This is an optimization exercise on Yosys and OpenROAD, whose aim is a short achievable clock period and few clock cycles, not a production implementation.
Only simulation tests tie the RTL to the original design; equivalence was not proved.
Power figures rest on the tool's default switching activity, not on a simulated workload.

==> v19 <==
Design matrix_calc_top, start of the top module:
module matrix_calc_top (
	input  logic       clk,
	input  logic       rst_n,
	input  logic       rx_valid,
	input  logic [7:0] rx_data,
	input  logic [7:0] command,
	input  logic [7:0] scalar_in,
	input  logic       confirm,
	input  logic       tx_busy,
	output logic       tx_start,
	output logic [7:0] tx_data,
	output logic       busy,
	output logic       error,
	output logic       timer_active
);
==> module matrix_alu, before the edit <==
module matrix_alu (
	input  logic                   clk,
	input  logic                   rst_n,
	input  logic                   run,       
	input  logic [1:0]             op,
	input  matrix_calc_pkg::nib_t  scalar,
	input  matrix_calc_pkg::dim_t  rm,        
	input  matrix_calc_pkg::dim_t  rn,
	input  matrix_calc_pkg::dim_t  an,
	input  matrix_calc_pkg::grid_t a_data,
	input  matrix_calc_pkg::grid_t b_data,
	input  matrix_calc_pkg::dim_t  rd_r,
	input  matrix_calc_pkg::dim_t  rd_c,
	output matrix_calc_pkg::res_t  rd_elem
);
	localparam int D = matrix_calc_pkg::MAX_DIM;
	localparam int W = matrix_calc_pkg::NIB_W;
	matrix_calc_pkg::dim_t r, c;              
	logic [D-1:0]          rh, ch;            
	logic                  walk;              
	logic                  c_end;             
	logic                  v1, v2;
	logic [D*D-1:0]        cell1, we2;        
	matrix_calc_pkg::nib_t rar [D];           
	matrix_calc_pkg::nib_t bcc [D];           
	matrix_calc_pkg::nib_t rac [D];           
	matrix_calc_pkg::nib_t rbr [D];           
	matrix_calc_pkg::nib_t ea_rc, ea_cr, eb_rc;
	matrix_calc_pkg::nib_t rar1 [D];
	matrix_calc_pkg::nib_t bcc1 [D];
	matrix_calc_pkg::nib_t ea_rc1, ea_cr1, eb_rc1;
	matrix_calc_pkg::nib_t x [D];
	matrix_calc_pkg::nib_t y [D];
	logic [7:0]            p2 [D];
	matrix_calc_pkg::res_t sum;
	matrix_calc_pkg::res_t res_buf [D*D];
	assign walk  = (r < rm);
	assign c_end = (c == rn - 1'b1);
	always_ff @(posedge clk or negedge rst_n) begin
		if (!rst_n) begin
			r <= '0;
			c <= '0;
			rh <= D'(1);
			ch <= D'(1);
			v1 <= 1'b0;
			v2 <= 1'b0;
		end else begin
			v1 <= run && walk;
			v2 <= v1;
			if (!run) begin
				r <= '0;
				c <= '0;
				rh <= D'(1);
				ch <= D'(1);
			end else if (walk) begin
				if (c_end) begin
					c <= '0;
					ch <= D'(1);
					r <= r + 1'b1;
					rh <= {rh[D-2:0], 1'b0};
				end else begin
					c <= c + 1'b1;
					ch <= {ch[D-2:0], 1'b0};
				end
			end
		end
	end
	always_comb begin
		for (int k = 0; k < D; k++) begin
			rar[k] = '0;
			bcc[k] = '0;
			rac[k] = '0;
			rbr[k] = '0;
			for (int i = 0; i < D; i++) begin
				rar[k] = rar[k] | ({W{rh[i]}} & a_data[W*(D*i+k) +: W]);
				rbr[k] = rbr[k] | ({W{rh[i]}} & b_data[W*(D*i+k) +: W]);
				rac[k] = rac[k] | ({W{ch[i]}} & a_data[W*(D*i+k) +: W]);
				bcc[k] = bcc[k] | ({W{ch[i]}} & b_data[W*(D*k+i) +: W]);
			end
		end
		ea_rc = '0;
		eb_rc = '0;
		ea_cr = '0;
		for (int k = 0; k < D; k++) begin
			ea_rc = ea_rc | ({W{ch[k]}} & rar[k]);
			eb_rc = eb_rc | ({W{ch[k]}} & rbr[k]);
			ea_cr = ea_cr | ({W{rh[k]}} & rac[k]);
		end
	end
	always_ff @(posedge clk) begin
		for (int k = 0; k < D; k++) begin
			rar1[k] <= (matrix_calc_pkg::dim_t'(k) < an) ? rar[k] : '0;
			bcc1[k] <= bcc[k];
		end
		ea_rc1 <= ea_rc;
		ea_cr1 <= ea_cr;
		eb_rc1 <= eb_rc;
		for (int i = 0; i < D; i++)
			for (int j = 0; j < D; j++)
				cell1[D*i+j] <= rh[i] && ch[j];
	end
	always_comb begin
		for (int k = 0; k < D; k++) begin
			x[k] = '0;
			y[k] = '0;
		end
		unique case (op)
			2'd0: begin   
				x[0] = ea_cr1;
				y[0] = 4'd1;
			end
			2'd1: begin   
				x[0] = ea_rc1;
				y[0] = scalar;
			end
			2'd2: begin   
				x[0] = ea_rc1;
				y[0] = 4'd1;
				x[1] = eb_rc1;
				y[1] = 4'd1;
			end
			default: begin   
				for (int k = 0; k < D; k++) begin
					x[k] = rar1[k];
					y[k] = bcc1[k];
				end
			end
		endcase
	end
	always_ff @(posedge clk) begin
		for (int k = 0; k < D; k++)
			p2[k] <= x[k] * y[k];
		we2 <= v1 ? cell1 : '0;
	end
	always_comb begin
		sum = '0;
		for (int k = 0; k < D; k++)
			sum = sum + matrix_calc_pkg::res_t'(p2[k]);
	end
	always_ff @(posedge clk) begin
		for (int e = 0; e < D*D; e++)
			if (we2[e])
				res_buf[e] <= sum;
	end
	always_comb begin
		rd_elem = '0;
		for (int i = 0; i < D; i++)
			for (int j = 0; j < D; j++)
				if (rd_r == matrix_calc_pkg::dim_t'(i) && rd_c == matrix_calc_pkg::dim_t'(j))
					rd_elem = res_buf[D*i+j];
	end
endmodule
Settings: LEC_CHECK=0, CAP_MARGIN=20, CORE_MARGIN=2, CORE_UTILIZATION=40, SETUP_SLACK_MARGIN=5, SLEW_MARGIN=20; clock period 11.0 ns.
run.sh (not shown) runs the stock make flow with config.mk's settings and CLKGATE_MAP_FILE= SYNTH_SCRIPT=/design/flow/synth_recipe.tcl, a recipe that flattens the netlist after the stock synthesis.
==> v13 (differences from v19) <==
--- a/flow/design.v
+++ b/flow/design.v
@@ -201,87 +201,45 @@
 	localparam int W = matrix_calc_pkg::NIB_W;
 	matrix_calc_pkg::dim_t r, c;              
-	logic [D-1:0]          rh, ch;            
-	logic                  walk;              
-	logic                  c_end;             
-	logic                  v1, v2;
-	logic [D*D-1:0]        cell1, we2;        
-	matrix_calc_pkg::nib_t rar [D];           
-	matrix_calc_pkg::nib_t bcc [D];           
-	matrix_calc_pkg::nib_t rac [D];           
-	matrix_calc_pkg::nib_t rbr [D];           
-	matrix_calc_pkg::nib_t ea_rc, ea_cr, eb_rc;
-	matrix_calc_pkg::nib_t rar1 [D];
-	matrix_calc_pkg::nib_t bcc1 [D];
-	matrix_calc_pkg::nib_t ea_rc1, ea_cr1, eb_rc1;
-	matrix_calc_pkg::nib_t x [D];
-	matrix_calc_pkg::nib_t y [D];
+	logic                  v1, v2, v3;
+	matrix_calc_pkg::dim_t r1, c1, r2, c2;
+	matrix_calc_pkg::nib_t x  [D];
+	matrix_calc_pkg::nib_t y  [D];
+	matrix_calc_pkg::nib_t x1 [D];
+	matrix_calc_pkg::nib_t y1 [D];
 	logic [7:0]            p2 [D];
 	matrix_calc_pkg::res_t sum;
 	matrix_calc_pkg::res_t res_buf [D*D];
-	assign walk  = (r < rm);
-	assign c_end = (c == rn - 1'b1);
 	always_ff @(posedge clk or negedge rst_n) begin
 		if (!rst_n) begin
 			r <= '0;
 			c <= '0;
-			rh <= D'(1);
-			ch <= D'(1);
 			v1 <= 1'b0;
 			v2 <= 1'b0;
+			v3 <= 1'b0;
 		end else begin
-			v1 <= run && walk;
+			v1 <= run && (r < rm);
 			v2 <= v1;
+			v3 <= v2;
 			if (!run) begin
 				r <= '0;
 				c <= '0;
-				rh <= D'(1);
-				ch <= D'(1);
-			end else if (walk) begin
-				if (c_end) begin
+			end else if (r < rm) begin
+				if (c == rn - 1'b1) begin
 					c <= '0;
-					ch <= D'(1);
 					r <= r + 1'b1;
-					rh <= {rh[D-2:0], 1'b0};
 				end else begin
 					c <= c + 1'b1;
-					ch <= {ch[D-2:0], 1'b0};
 				end
 			end
 		end
 	end
-	always_comb begin
-		for (int k = 0; k < D; k++) begin
-			rar[k] = '0;
-			bcc[k] = '0;
-			rac[k] = '0;
-			rbr[k] = '0;
-			for (int i = 0; i < D; i++) begin
-				rar[k] = rar[k] | ({W{rh[i]}} & a_data[W*(D*i+k) +: W]);
-				rbr[k] = rbr[k] | ({W{rh[i]}} & b_data[W*(D*i+k) +: W]);
-				rac[k] = rac[k] | ({W{ch[i]}} & a_data[W*(D*i+k) +: W]);
-				bcc[k] = bcc[k] | ({W{ch[i]}} & b_data[W*(D*k+i) +: W]);
-			end
-		end
-		ea_rc = '0;
-		eb_rc = '0;
-		ea_cr = '0;
-		for (int k = 0; k < D; k++) begin
-			ea_rc = ea_rc | ({W{ch[k]}} & rar[k]);
-			eb_rc = eb_rc | ({W{ch[k]}} & rbr[k]);
-			ea_cr = ea_cr | ({W{rh[k]}} & rac[k]);
-		end
-	end
-	always_ff @(posedge clk) begin
-		for (int k = 0; k < D; k++) begin
-			rar1[k] <= (matrix_calc_pkg::dim_t'(k) < an) ? rar[k] : '0;
-			bcc1[k] <= bcc[k];
-		end
-		ea_rc1 <= ea_rc;
-		ea_cr1 <= ea_cr;
-		eb_rc1 <= eb_rc;
-		for (int i = 0; i < D; i++)
-			for (int j = 0; j < D; j++)
-				cell1[D*i+j] <= rh[i] && ch[j];
-	end
+	function automatic matrix_calc_pkg::nib_t get_cell(input matrix_calc_pkg::grid_t g,
+		input matrix_calc_pkg::dim_t i, input matrix_calc_pkg::dim_t j);
+		get_cell = '0;
+		for (int ii = 0; ii < D; ii++)
+			for (int jj = 0; jj < D; jj++)
+				if (i == matrix_calc_pkg::dim_t'(ii) && j == matrix_calc_pkg::dim_t'(jj))
+					get_cell = g[W*(D*ii+jj) +: W];
+	endfunction
 	always_comb begin
 		for (int k = 0; k < D; k++) begin
@@ -291,21 +249,21 @@
 		unique case (op)
 			2'd0: begin   
-				x[0] = ea_cr1;
+				x[0] = get_cell(a_data, c, r);
 				y[0] = 4'd1;
 			end
 			2'd1: begin   
-				x[0] = ea_rc1;
+				x[0] = get_cell(a_data, r, c);
 				y[0] = scalar;
 			end
 			2'd2: begin   
-				x[0] = ea_rc1;
+				x[0] = get_cell(a_data, r, c);
 				y[0] = 4'd1;
-				x[1] = eb_rc1;
+				x[1] = get_cell(b_data, r, c);
 				y[1] = 4'd1;
 			end
 			default: begin   
 				for (int k = 0; k < D; k++) begin
-					x[k] = rar1[k];
-					y[k] = bcc1[k];
+					x[k] = (matrix_calc_pkg::dim_t'(k) < an) ? get_cell(a_data, r, matrix_calc_pkg::dim_t'(k)) : '0;
+					y[k] = get_cell(b_data, matrix_calc_pkg::dim_t'(k), c);
 				end
 			end
@@ -313,7 +271,13 @@
 	end
 	always_ff @(posedge clk) begin
-		for (int k = 0; k < D; k++)
-			p2[k] <= x[k] * y[k];
-		we2 <= v1 ? cell1 : '0;
+		for (int k = 0; k < D; k++) begin
+			x1[k] <= x[k];
+			y1[k] <= y[k];
+			p2[k] <= x1[k] * y1[k];
+		end
+		r1 <= r;
+		c1 <= c;
+		r2 <= r1;
+		c2 <= c1;
 	end
 	always_comb begin
@@ -323,15 +287,8 @@
 	end
 	always_ff @(posedge clk) begin
-		for (int e = 0; e < D*D; e++)
-			if (we2[e])
-				res_buf[e] <= sum;
-	end
-	always_comb begin
-		rd_elem = '0;
-		for (int i = 0; i < D; i++)
-			for (int j = 0; j < D; j++)
-				if (rd_r == matrix_calc_pkg::dim_t'(i) && rd_c == matrix_calc_pkg::dim_t'(j))
-					rd_elem = res_buf[D*i+j];
+		if (v2)
+			res_buf[D*r2+c2] <= sum;
 	end
+	assign rd_elem = res_buf[D*rd_r+rd_c];
 endmodule
 `timescale 1ns/100ps
==> flow/flow/run.sh (new file) <==
#!/bin/bash
set -euo pipefail
bash standard.sh SETUP_SLACK_MARGIN=6.4 \
	"BUFFER_PORTS_ARGS=-buffer_cell sky130_fd_sc_hd__buf_4" finish > standard_flow.log 2>&1
==> flow/standard.sh (new file) <==
#!/bin/bash
# synth_recipe.tcl (not shown) runs the flow's synth.tcl, then flattens the netlist and writes it again
# the make line also repeats each setting of config.mk as NAME=value (left out here)
make -C /OpenROAD-flow-scripts/flow DESIGN_CONFIG=/design/flow/config.mk WORK_HOME=/design/flow/orfs CLKGATE_MAP_FILE= SYNTH_SCRIPT=/design/flow/synth_recipe.tcl "${@:-finish}"
SETUP_SLACK_MARGIN = default   (was 5)
removed: flow/run.sh
==> v10 (differences from v19) <==
--- a/flow/design.v
+++ b/flow/design.v
@@ -201,87 +201,45 @@
 	localparam int W = matrix_calc_pkg::NIB_W;
 	matrix_calc_pkg::dim_t r, c;              
-	logic [D-1:0]          rh, ch;            
-	logic                  walk;              
-	logic                  c_end;             
-	logic                  v1, v2;
-	logic [D*D-1:0]        cell1, we2;        
-	matrix_calc_pkg::nib_t rar [D];           
-	matrix_calc_pkg::nib_t bcc [D];           
-	matrix_calc_pkg::nib_t rac [D];           
-	matrix_calc_pkg::nib_t rbr [D];           
-	matrix_calc_pkg::nib_t ea_rc, ea_cr, eb_rc;
-	matrix_calc_pkg::nib_t rar1 [D];
-	matrix_calc_pkg::nib_t bcc1 [D];
-	matrix_calc_pkg::nib_t ea_rc1, ea_cr1, eb_rc1;
-	matrix_calc_pkg::nib_t x [D];
-	matrix_calc_pkg::nib_t y [D];
+	logic                  v1, v2, v3;
+	matrix_calc_pkg::dim_t r1, c1, r2, c2;
+	matrix_calc_pkg::nib_t x  [D];
+	matrix_calc_pkg::nib_t y  [D];
+	matrix_calc_pkg::nib_t x1 [D];
+	matrix_calc_pkg::nib_t y1 [D];
 	logic [7:0]            p2 [D];
 	matrix_calc_pkg::res_t sum;
 	matrix_calc_pkg::res_t res_buf [D*D];
-	assign walk  = (r < rm);
-	assign c_end = (c == rn - 1'b1);
 	always_ff @(posedge clk or negedge rst_n) begin
 		if (!rst_n) begin
 			r <= '0;
 			c <= '0;
-			rh <= D'(1);
-			ch <= D'(1);
 			v1 <= 1'b0;
 			v2 <= 1'b0;
+			v3 <= 1'b0;
 		end else begin
-			v1 <= run && walk;
+			v1 <= run && (r < rm);
 			v2 <= v1;
+			v3 <= v2;
 			if (!run) begin
 				r <= '0;
 				c <= '0;
-				rh <= D'(1);
-				ch <= D'(1);
-			end else if (walk) begin
-				if (c_end) begin
+			end else if (r < rm) begin
+				if (c == rn - 1'b1) begin
 					c <= '0;
-					ch <= D'(1);
 					r <= r + 1'b1;
-					rh <= {rh[D-2:0], 1'b0};
 				end else begin
 					c <= c + 1'b1;
-					ch <= {ch[D-2:0], 1'b0};
 				end
 			end
 		end
 	end
-	always_comb begin
-		for (int k = 0; k < D; k++) begin
-			rar[k] = '0;
-			bcc[k] = '0;
-			rac[k] = '0;
-			rbr[k] = '0;
-			for (int i = 0; i < D; i++) begin
-				rar[k] = rar[k] | ({W{rh[i]}} & a_data[W*(D*i+k) +: W]);
-				rbr[k] = rbr[k] | ({W{rh[i]}} & b_data[W*(D*i+k) +: W]);
-				rac[k] = rac[k] | ({W{ch[i]}} & a_data[W*(D*i+k) +: W]);
-				bcc[k] = bcc[k] | ({W{ch[i]}} & b_data[W*(D*k+i) +: W]);
-			end
-		end
-		ea_rc = '0;
-		eb_rc = '0;
-		ea_cr = '0;
-		for (int k = 0; k < D; k++) begin
-			ea_rc = ea_rc | ({W{ch[k]}} & rar[k]);
-			eb_rc = eb_rc | ({W{ch[k]}} & rbr[k]);
-			ea_cr = ea_cr | ({W{rh[k]}} & rac[k]);
-		end
-	end
-	always_ff @(posedge clk) begin
-		for (int k = 0; k < D; k++) begin
-			rar1[k] <= (matrix_calc_pkg::dim_t'(k) < an) ? rar[k] : '0;
-			bcc1[k] <= bcc[k];
-		end
-		ea_rc1 <= ea_rc;
-		ea_cr1 <= ea_cr;
-		eb_rc1 <= eb_rc;
-		for (int i = 0; i < D; i++)
-			for (int j = 0; j < D; j++)
-				cell1[D*i+j] <= rh[i] && ch[j];
-	end
+	function automatic matrix_calc_pkg::nib_t get_cell(input matrix_calc_pkg::grid_t g,
+		input matrix_calc_pkg::dim_t i, input matrix_calc_pkg::dim_t j);
+		get_cell = '0;
+		for (int ii = 0; ii < D; ii++)
+			for (int jj = 0; jj < D; jj++)
+				if (i == matrix_calc_pkg::dim_t'(ii) && j == matrix_calc_pkg::dim_t'(jj))
+					get_cell = g[W*(D*ii+jj) +: W];
+	endfunction
 	always_comb begin
 		for (int k = 0; k < D; k++) begin
@@ -291,21 +249,21 @@
 		unique case (op)
 			2'd0: begin   
-				x[0] = ea_cr1;
+				x[0] = get_cell(a_data, c, r);
 				y[0] = 4'd1;
 			end
 			2'd1: begin   
-				x[0] = ea_rc1;
+				x[0] = get_cell(a_data, r, c);
 				y[0] = scalar;
 			end
 			2'd2: begin   
-				x[0] = ea_rc1;
+				x[0] = get_cell(a_data, r, c);
 				y[0] = 4'd1;
-				x[1] = eb_rc1;
+				x[1] = get_cell(b_data, r, c);
 				y[1] = 4'd1;
 			end
 			default: begin   
 				for (int k = 0; k < D; k++) begin
-					x[k] = rar1[k];
-					y[k] = bcc1[k];
+					x[k] = (matrix_calc_pkg::dim_t'(k) < an) ? get_cell(a_data, r, matrix_calc_pkg::dim_t'(k)) : '0;
+					y[k] = get_cell(b_data, matrix_calc_pkg::dim_t'(k), c);
 				end
 			end
@@ -313,7 +271,13 @@
 	end
 	always_ff @(posedge clk) begin
-		for (int k = 0; k < D; k++)
-			p2[k] <= x[k] * y[k];
-		we2 <= v1 ? cell1 : '0;
+		for (int k = 0; k < D; k++) begin
+			x1[k] <= x[k];
+			y1[k] <= y[k];
+			p2[k] <= x1[k] * y1[k];
+		end
+		r1 <= r;
+		c1 <= c;
+		r2 <= r1;
+		c2 <= c1;
 	end
 	always_comb begin
@@ -323,15 +287,8 @@
 	end
 	always_ff @(posedge clk) begin
-		for (int e = 0; e < D*D; e++)
-			if (we2[e])
-				res_buf[e] <= sum;
-	end
-	always_comb begin
-		rd_elem = '0;
-		for (int i = 0; i < D; i++)
-			for (int j = 0; j < D; j++)
-				if (rd_r == matrix_calc_pkg::dim_t'(i) && rd_c == matrix_calc_pkg::dim_t'(j))
-					rd_elem = res_buf[D*i+j];
+		if (v2)
+			res_buf[D*r2+c2] <= sum;
 	end
+	assign rd_elem = res_buf[D*rd_r+rd_c];
 endmodule
 `timescale 1ns/100ps
==> run summary <==
quantity	v13	v10	v19
Half-perimeter wire length after placement	67.2 mm	67.0 mm	54.7 mm
Syn Std Cell Area	32700 um2	32700 um2	31900 um2
Multi-Input Combinational	1606	1604	1417
Seq group	2.94 mW	2.94 mW	3.12 mW
Count of cells resized by post-cts repair	6	1	0
Area of the multi-input gates	12400 um2	12300 um2	10300 um2
Setup repair after global routing missed its margin	yes	no	no
Worst vdd rail ir drop	134 uV	126 uV	123 uV
Detailed-route wire length	95.2 mm	94.5 mm	81.7 mm
Routed vias	21600	21700	20400
Instance count of the mapped netlist	2539	2539	2401
Startpoint of the most critical register-to-register path	u_alu.c[2]	u_alu.c[1]	u_alu.p2[4][1]
Length of the first detailed-routing pass in iterations	6	6	13
Length of routed wiring on met1	38.4 mm	38.1 mm	33.9 mm
Placed Area	34200 um2	34300 um2	33400 um2
Power dissipated in combinational cells	0.236 mW	0.240 mW	0.220 mW
Number of antenna violations at the first check in global routing	2	4	1
Status	no timing/DRC/antenna violations	no timing/DRC/antenna violations	no timing/DRC/antenna violations
Invs w/o clock	103	103	91
Inserted Diodes	1	2	0
Effective utilization at floorplan	0.405	0.405	0.404
Placer Congestion	1.02	0.978	0.841
Number of synthesized register bits	700	700	759
Logic gate share of total power	0.041	0.042	0.037
Testbench counts of v19, summed over its fixed seeds: cycles 244,618.
Testbench counts of v13, summed over its fixed seeds: cycles 244,618.
Testbench counts of v10, summed over its fixed seeds: cycles 244,618.

separate check: timing with driven ports:
How much do the figures lean on ideal ports? The routed layouts below were timed once more, with nothing changed but the port constraints.
Step 1 sets driving cells, clkbuf_16 on the clock port and buf_2 on the other inputs (assumed; they add their load-dependent delay and slew).
Step 2 also shifts input and output timing later by t, the mid clock arrival at the registers, as if the neighbouring blocks saw the same clock.
Three values: ideal, step 1, step 2; two values: the first two.
run | t (ns) | slack for setup (ns) | worst register clock-pin slew, ns | pins driven straight from the clock port
v19 | 0.673 | 5.231 / 5.210 / 5.210 | 0.07 / 0.07 | 1
v13 | 0.694 | 6.285 / 6.252 / 6.252 | 0.07 / 0.07 | 1
v10 | 0.689 | 5.157 / 5.133 / 5.133 | 0.07 / 0.07 | 1
After both steps setup and hold are still met in every run listed. For v13, which loses most, drivers alone change the setup slack by -0.033 ns; drivers and shift together by -0.033 ns.
